What follows belongs to an exercise in optimizing a design on an open flow for small area, a short achievable clock period and few clock cycles per item; a production flow would make more cautious choices.
Only simulation tests tie the RTL to the original design; equivalence was not proved.
No activity file was given, so power comes from the tool's default toggle rates.

===== run.sh =====
#!/bin/bash
# synth_recipe.tcl (not shown) runs the flow's synth.tcl, then flattens the netlist and writes it again
# the make line also repeats each setting of config.mk as NAME=value (left out here)
make -C /OpenROAD-flow-scripts/flow DESIGN_CONFIG=/design/flow/config.mk WORK_HOME=/design/flow/orfs CLKGATE_MAP_FILE= SYNTH_SCRIPT=/design/flow/synth_recipe.tcl finish

===== config.mk =====
export PLATFORM = sky130hd
export DESIGN_NAME = column_running_statistics_unit
export DESIGN_NICKNAME = column_running_statistics_unit
export VERILOG_FILES = /design/flow/design.v
export SDC_FILE = /design/flow/constraint.sdc
export NUM_CORES = 4
export LEC_CHECK = 0
export CAP_MARGIN = 20
export CORE_MARGIN = 2
export CORE_UTILIZATION = 40
export SLEW_MARGIN = 20

===== constraint.sdc =====
create_clock -name core_clock -period 7.0 [get_ports {clk}]
set_input_delay 1.4000 -clock core_clock [delete_from_list [all_inputs] [get_ports {clk}]]
set_output_delay 1.4000 -clock core_clock [all_outputs]
set_load 0.01 [all_outputs]

===== design.v =====
package csu_pkg;
	localparam int SUM_W = 64;
	typedef struct packed {
		logic start;
		logic ack;
	} div_cmd_t;
endpackage
module csu_accum #(
	parameter int DATA_WIDTH  = 32,
	parameter int COUNT_WIDTH = 32
) (
	input  logic                   clk,
	input  logic                   arst_n,
	input  logic                   cfg_we,
	input  logic                   cfg_wdata,
	input  logic                   upd,
	input  logic [DATA_WIDTH-1:0]  value,
	input  logic                   is_null,
	output logic [DATA_WIDTH-1:0]  minimum,
	output logic [DATA_WIDTH-1:0]  maximum,
	output logic [csu_pkg::SUM_W-1:0] total_sum,
	output logic [COUNT_WIDTH-1:0] non_null_count,
	output logic [COUNT_WIDTH-1:0] item_count
);
	localparam int SUM_W = csu_pkg::SUM_W;
	logic                   frozen_q;
	logic [COUNT_WIDTH-1:0] items_q;
	logic [COUNT_WIDTH-1:0] values_q;
	logic [DATA_WIDTH-1:0]  min_q;
	logic [DATA_WIDTH-1:0]  max_q;
	logic [SUM_W-1:0]       sum_q;
	logic                   take;
	logic                   take_val;
	assign take     = upd && !frozen_q;
	assign take_val = take && !is_null;
	always_ff @(posedge clk or negedge arst_n) begin
		if (!arst_n) begin
			frozen_q <= 1'b0;
		end else if (cfg_we) begin
			frozen_q <= cfg_wdata;
		end
	end
	always_ff @(posedge clk or negedge arst_n) begin
		if (!arst_n) begin
			items_q  <= '0;
			values_q <= '0;
			min_q    <= '0;
			max_q    <= '0;
			sum_q    <= '0;
		end else begin
			if (take && !(&items_q)) begin
				items_q <= items_q + 1'b1;
			end
			if (take_val) begin
				if (!(&values_q)) begin
					values_q <= values_q + 1'b1;
				end
				sum_q <= sum_q + SUM_W'($signed(value));
				if (values_q == '0) begin
					min_q <= value;
					max_q <= value;
				end else begin
					if ($signed(value) < $signed(min_q)) begin
						min_q <= value;
					end
					if ($signed(value) > $signed(max_q)) begin
						max_q <= value;
					end
				end
			end
		end
	end
	assign minimum        = min_q;
	assign maximum        = max_q;
	assign total_sum      = sum_q;
	assign non_null_count = values_q;
	assign item_count     = items_q;
endmodule
module csu_div #(
	parameter int COUNT_WIDTH = 32,
	parameter int FRAC_BITS   = 8,
	parameter int MEAN_W      = 40
) (
	input  logic                   clk,
	input  logic                   arst_n,
	input  csu_pkg::div_cmd_t      cmd,
	input  logic [csu_pkg::SUM_W-1:0] sum,
	input  logic [COUNT_WIDTH-1:0] cnt,
	output logic                   done,
	output logic [MEAN_W-1:0]      mean
);
	localparam int SUM_W = csu_pkg::SUM_W;
	localparam int DVW    = SUM_W + FRAC_BITS + 1;
	localparam int QW     = MEAN_W;
	localparam int HW     = DVW - QW;
	localparam int CMP_W  = (HW > COUNT_WIDTH) ? HW : COUNT_WIDTH;
	localparam int STEP_W = $clog2(QW);
	typedef enum logic [4:0] {
		D_IDLE  = 5'b00001,
		D_CHECK = 5'b00010,
		D_RUN   = 5'b00100,
		D_FIX   = 5'b01000,
		D_DONE  = 5'b10000
	} div_state_t;
	div_state_t             state_q;
	logic                   neg_q;
	logic [SUM_W-1:0]       mag_q;
	logic [COUNT_WIDTH-1:0] cnt_q;
	logic [COUNT_WIDTH-1:0] rem_q;
	logic [QW-1:0]          lo_q;
	logic [STEP_W-1:0]      step_q;
	logic [DVW-1:0]         dividend;
	logic [HW-1:0]          hi;
	logic                   ovf;
	logic [QW-1:0]          lim;
	logic [COUNT_WIDTH:0]   shifted;
	logic                   ge;
	assign dividend = DVW'(mag_q) << FRAC_BITS;
	assign hi       = dividend[DVW-1:QW];
	assign ovf      = CMP_W'(hi) >= CMP_W'(cnt_q);
	assign lim      = neg_q ? (QW'(1) << (QW - 1)) : ((QW'(1) << (QW - 1)) - 1'b1);
	assign shifted  = {rem_q, lo_q[QW-1]};
	assign ge       = shifted >= {1'b0, cnt_q};
	always_ff @(posedge clk or negedge arst_n) begin
		if (!arst_n) begin
			state_q <= D_IDLE;
			step_q  <= '0;
		end else begin
			unique case (state_q)
				D_IDLE: begin
					if (cmd.start) begin
						state_q <= (cnt == '0) ? D_DONE : D_CHECK;
					end
				end
				D_CHECK: begin
					state_q <= ovf ? D_FIX : D_RUN;
					step_q  <= STEP_W'(QW - 1);
				end
				D_RUN: begin
					step_q <= step_q - 1'b1;
					if (step_q == '0) begin
						state_q <= D_FIX;
					end
				end
				D_FIX: begin
					state_q <= D_DONE;
				end
				D_DONE: begin
					if (cmd.ack) begin
						state_q <= D_IDLE;
					end
				end
				default: begin
					state_q <= D_IDLE;
				end
			endcase
		end
	end
	always_ff @(posedge clk) begin
		unique case (state_q)
			D_IDLE: begin
				if (cmd.start) begin
					neg_q <= (cnt != '0) && sum[SUM_W-1];
					mag_q <= sum[SUM_W-1] ? (SUM_W'(0) - sum) : sum;
					cnt_q <= cnt;
					lo_q  <= '0;
				end
			end
			D_CHECK: begin
				rem_q <= COUNT_WIDTH'(hi);
				lo_q  <= ovf ? lim : dividend[QW-1:0];
			end
			D_RUN: begin
				rem_q <= ge ? COUNT_WIDTH'(shifted - {1'b0, cnt_q}) : shifted[COUNT_WIDTH-1:0];
				lo_q  <= {lo_q[QW-2:0], ge};
			end
			D_FIX: begin
				if (lo_q > lim) begin
					lo_q <= lim;
				end
			end
			D_DONE: begin
			end
			default: begin
			end
		endcase
	end
	assign done = (state_q == D_DONE);
	assign mean = neg_q ? (QW'(0) - lo_q) : lo_q;
endmodule
module column_running_statistics_unit #(
	parameter int DATA_WIDTH  = 32,
	parameter int COUNT_WIDTH = 32,
	parameter int FRAC_BITS   = 8
) (
	input  logic                clk,
	input  logic                arst_n,
	input  logic                cfg_we,
	input  logic                cfg_wdata,
	input  logic                s_tvalid,
	output logic                s_tready,
	input  logic [((DATA_WIDTH+7)/8)*8-1:0] s_tdata,
	input  logic                s_tuser,
	output logic                m_tvalid,
	input  logic                m_tready,
	output logic [((2*DATA_WIDTH + 64 + (((DATA_WIDTH+FRAC_BITS) > 64) ? 64 :
		(DATA_WIDTH+FRAC_BITS)) + 2*COUNT_WIDTH + 7)/8)*8-1:0] m_tdata,
	output logic                m_tuser
);
	localparam int SUM_W = csu_pkg::SUM_W;
	localparam int MEAN_W = ((DATA_WIDTH + FRAC_BITS) > 64) ? 64 : (DATA_WIDTH + FRAC_BITS);
	localparam int OUT_W  = 2*DATA_WIDTH + SUM_W + MEAN_W + 2*COUNT_WIDTH;
	localparam int OUT_TW = ((OUT_W + 7) / 8) * 8;
	logic                   accept;
	logic                   busy_q;
	logic                   start_q;
	logic                   m_valid_q;
	logic [OUT_TW-1:0]      m_data_q;
	logic                   m_user_q;
	csu_pkg::div_cmd_t      cmd;
	logic                   div_done;
	logic [MEAN_W-1:0]      mean;
	logic [DATA_WIDTH-1:0]  minimum;
	logic [DATA_WIDTH-1:0]  maximum;
	logic [SUM_W-1:0]       total_sum;
	logic [COUNT_WIDTH-1:0] non_null_count;
	logic [COUNT_WIDTH-1:0] item_count;
	assign s_tready  = !busy_q;
	assign accept    = s_tvalid && s_tready;
	assign cmd.start = start_q;
	assign cmd.ack   = div_done && (!m_valid_q || m_tready);
	csu_accum #(
		.DATA_WIDTH (DATA_WIDTH),
		.COUNT_WIDTH(COUNT_WIDTH)
	) u_accum (
		.clk           (clk),
		.arst_n        (arst_n),
		.cfg_we        (cfg_we),
		.cfg_wdata     (cfg_wdata),
		.upd           (accept),
		.value         (s_tdata[DATA_WIDTH-1:0]),
		.is_null       (s_tuser),
		.minimum       (minimum),
		.maximum       (maximum),
		.total_sum     (total_sum),
		.non_null_count(non_null_count),
		.item_count    (item_count)
	);
	csu_div #(
		.COUNT_WIDTH(COUNT_WIDTH),
		.FRAC_BITS  (FRAC_BITS),
		.MEAN_W     (MEAN_W)
	) u_div (
		.clk   (clk),
		.arst_n(arst_n),
		.cmd   (cmd),
		.sum   (total_sum),
		.cnt   (non_null_count),
		.done  (div_done),
		.mean  (mean)
	);
	always_ff @(posedge clk or negedge arst_n) begin
		if (!arst_n) begin
			busy_q    <= 1'b0;
			start_q   <= 1'b0;
			m_valid_q <= 1'b0;
		end else begin
			start_q <= accept;
			if (accept) begin
				busy_q <= 1'b1;
			end else if (cmd.ack) begin
				busy_q <= 1'b0;
			end
			if (cmd.ack) begin
				m_valid_q <= 1'b1;
			end else if (m_tready) begin
				m_valid_q <= 1'b0;
			end
		end
	end
	always_ff @(posedge clk) begin
		if (cmd.ack) begin
			m_data_q <= OUT_TW'({item_count, non_null_count, mean, total_sum, maximum, minimum});
			m_user_q <= (non_null_count == '0);
		end
	end
	assign m_tvalid = m_valid_q;
	assign m_tdata  = m_data_q;
	assign m_tuser  = m_user_q;
endmodule

==> impl_metrics.yaml <==
clocking:
  ctsResizeCount: 0
  clk_pin_slew_worst_paths_ps: 60
  cts_tree: "done"
  post-cts-setup-buffer-count: 0
  cts_buffers: 70
  cts_buffer_depth: 3
  ctsHoldBuffers: 0
  cts-htree-levels: 3
  cts_root_buf: "clkbuf_16"
  numClockSinks: 609
  clock_latency_ps: 620
worst_setup_path:
  crit_buf_inv: 2
  crit_family: "compound AO/OA/AOI/OAI gates"
  critPathSlowestCell: "clkdlybuf4s50_1"
  critical_path.most_common_cell: "o211ai_1"
  crit_chain: "clkdlybuf4s50_1 -> ha_1 -> inv_1 -> fa_1 -> nor2b_1 -> o31a_1 -> a41oi_1 -> o31ai_1 -> nand3_1 -> o21ai_0 -> nand2_1 -> o211ai_1 -> o22ai_1 -> mux2i_1 -> o211ai_1"
  end_kind: "register"
  slowest_delay_ps: 560
  crit_required_ps: 7440
  critPathLaunchType: "input port"
  path_class: "in -> reg"
  crit_fanout: 5
  cp.arrival_ps: 5770
power:
  power.share.combinational_pct: 31.4
  switching_share_pct: 35.4
  vdd_drop_max_uv: 188
  power_density_nw_per_um2: 358
  switchingPower_mw: 4.83
  p_int_mw: 8.81
  pwr-share-clk_pct: 27.3
  p_total_mw: 13.6
  power_frac_seq_pct: 41.4
  power_leakage_nw: 15.5
synth:
  synthCells: 2774
  yosys-top-cells-count: "edfxtp_1 (402), nand2_1 (255), ha_1 (237)"
  synth_area_um2: 31800
  synth.top_cells.by_area: "edfxtp_1 (38%), dfrtp_1 (16%), ha_1 (9.3%)"
  synth.top_cell.area_share_pct: 37.9
  yosys_warnings: 3
  synth_seq_cells: 609
  synth_top_flop_cell: "edfxtp_1"
  synth_top_cell_by_area: "edfxtp_1"
  async_flop_share_pct: 34.0
  syn-num-nets: 3052
  ys_seq_area_share_pct: 54.2
  synth_cell_type_count: 73
  postSynthAreaPerCell_um2: 11.5
  post-synth-top-count-cell: "edfxtp_1"
  synth-edff-count: 402
detailed_routing:
  drt_iter0_drc: 1369
  wl_mm: 82.0
  detailroute.via_count: 22456
  dr_wl_met3_mm: 4.43
  drt-vias-per-instance: 5.41
  wire_per_inst_um: 19.7
  highest_layer: "met4"
  drc: 0
  met1Wirelength_mm: 37.5
  dr_wl_met2_mm: 38.3
  firstDrtPassIters: 7
  ant_nets: 0
floorplanning:
  die-area_um2: 81900
  ios: 274
  die_h_um: 286
  coreArea_um2: 78900
  num_rows: 103
  die_w_um: 286
  start_util_pct: 40.4
status:
  status: "complete, no violations"
flow_run:
  max_cap_viol_count: 0
worst_hold_path:
  hold_class: "reg -> reg"
sta:
  final.period_utilization_pct: 76.1
  hold_viol: 0
  tightest_slew_ps: 1070
  min_period_ps: 5330
  drv_slew: 0
  setup_viol: 0
  fin_worst_skew_ps: 33.9
  slew_headroom_pct: 28.9
  fmax_mhz: 188
  hold_ws_ps: 449
  worst_slack_ps: 1670
  rsz0062_at_grt: "false"
  setup_tns_ps: 0
cells_and_area:
  register_area_um2: 17300
  drive_above_1_share_pct: 6.32
  final_area_um2: 38200
  multiInputGateArea_um2: 13800
  syn2layout_area_growth_pct: 19.8
  fillers: 7099
  layout.nets: 3321
place:
  place.gp.congestion: 0.883
  hpwlAfterDp_mm: 60.3
  dp_slack_ps: 1050
  io_buffer_count: 273
  place_area_um2: 35800
global_routing:
  grt_pass1_wl_mm: 128
  grt_pass1_vias: 22387
  grtUsageTotal_pct: 19.8
  grt.overflow.total: 0
  grt_max_degree: 155
  antenna_found_initial: 3
==> path summary, 6_finish.rpt <==
kind | startpoint | end | slack, ps | cells after the start
worst min register to register | u_accum.max_q[11] | m_data_q[43] | 450 | 0
min in group asynchronous | arst_n | u_accum.min_q[0] | 740 | 1
worst max-delay path | s_tdata[0] | u_accum.sum_q[60] | 1670 | 15
worst max register to register | u_accum.sum_q[7] | u_div.mag_q[59] | 2300 | 11
max in group asynchronous | arst_n | u_accum.max_q[29] | 4950 | 2
worst min-delay path | u_accum.max_q[11] | m_data_q[43] | 450 | 0
==> cell usage in the layout (no fill, tap or decap), types with 31 or more instances in the layout <==
| cell type | n |
|---|---|
| clkbuf_16 | 72 |
| mux2_2 | 35 |
| nor2_1 | 101 |
| o31ai_1 | 39 |
| ha_1 | 237 |
| edfxtp_1 | 402 |
| a21o_1 | 119 |
| inv_1 | 132 |
| nand2_1 | 255 |
| a221o_1 | 33 |
| o21ai_0 | 233 |
| dfrtp_1 | 205 |
| clkdlybuf4s50_1 | 271 |
| mux2i_1 | 31 |
| nand4_1 | 70 |
| xnor2_1 | 193 |
| xor2_1 | 54 |
| a21oi_1 | 150 |
| nand3_1 | 43 |
==> registers in the layout (all words and copies together) (netlist names) <==
signal,cells
u_div.step_q,6
busy_q,1
m_data_q,232
start_q,1
m_user_q,1
u_accum.values_q,32
u_div.rem_q,32
m_valid_q,1
u_div.neg_q,1
u_accum.min_q,32
u_accum.items_q,32
u_div.lo_q,40
u_div.mag_q,64
u_accum.max_q,32
u_accum.frozen_q,1
u_div.cnt_q,32
u_accum.sum_q,64
u_div.state_q,5
==> power by group through the flow <==
stage | sequential, mW | combinational, mW | clock [mW]
after floorplan | 5.29 | 3.27 | 0
after global placement | 5.68 | 4.17 | 0
after detailed placement | 5.70 | 4.26 | 0
after CTS | 5.63 | 4.29 | 3.82
after global routing | 5.74 | 4.84 | 3.96
final | 5.64 | 4.28 | 3.72
==> layout make-up <==
| cell class | instances | share of cell area (%) |
|---|---|---|
| sequential | 609 | 45.2 |
| antenna | 3 | 0.0197 |
| tap | 1050 | 3.44 |
| timing repair buffer | 292 | 7.66 |
| clock buffer | 94 | 5.15 |
| multi-input combinational | 1937 | 36.2 |
| inverter | 133 | 1.31 |
| clock inverter | 36 | 1.03 |
==> per-layer routing <==
metal / vias up / track usage [%]
met4: 0 / 5.64
met2: 492 / 32.2
li1: 10863 / -
met5: - / 0
met1: 10994 / 27.0
met3: 107 / 3.83
==> cells by family after synthesis <==
| kind of cell | after synthesis | synth area share (%) |
|---|---|---|
| AOI/OAI and AO/OA | 710 | 14.2 |
| xor gates and xnor gates | 247 | 6.79 |
| adders and majority gates | 239 | 9.44 |
| buffers and inverters | 228 | 2.72 |
| DFF | 609 | 54.2 |
| muxes | 66 | 2.21 |
| and+or+nand+nor | 675 | 10.5 |
==> per-stage QoR <==
stage | util, % | cells
detailed placement | 45.4 | 4021
CTS | 48.4 | 4151
finish | 48.4 | 4154
global placement | 45.3 | 4020
floorplan | - | 2774
global route | 48.4 | 4153
Testbench counts, summed over its fixed seeds: cycles 143,966, items 3,200.

## port drivers added, routing unchanged
How much do the figures lean on ideal ports? The routed layout below was timed once more, with nothing changed but the port constraints.
Step 1 sets driving cells, clkbuf_16 on the clock port and buf_2 on the other inputs (assumed; they add their load-dependent delay and slew).
Step 2 times the ports against the registers' clock, not the clock port: input delays grow and output delays shrink by t, the midpoint of the rising clock arrivals with the driver on.
Three values: ideal ports, drivers, drivers and shift; two values: the first two.
t (ns): 0.665
slack for setup (ns): 1.671 / 1.708 / 1.043
hold WS [ns]: 0.449 / 0.449 / 0.449
worst setup path after step 2: input to register
cell pins on the clock port's net: 1
After both steps this run still meets setup and hold. For this run, drivers alone change the setup slack by +0.037 ns; drivers and shift together by -0.628 ns.
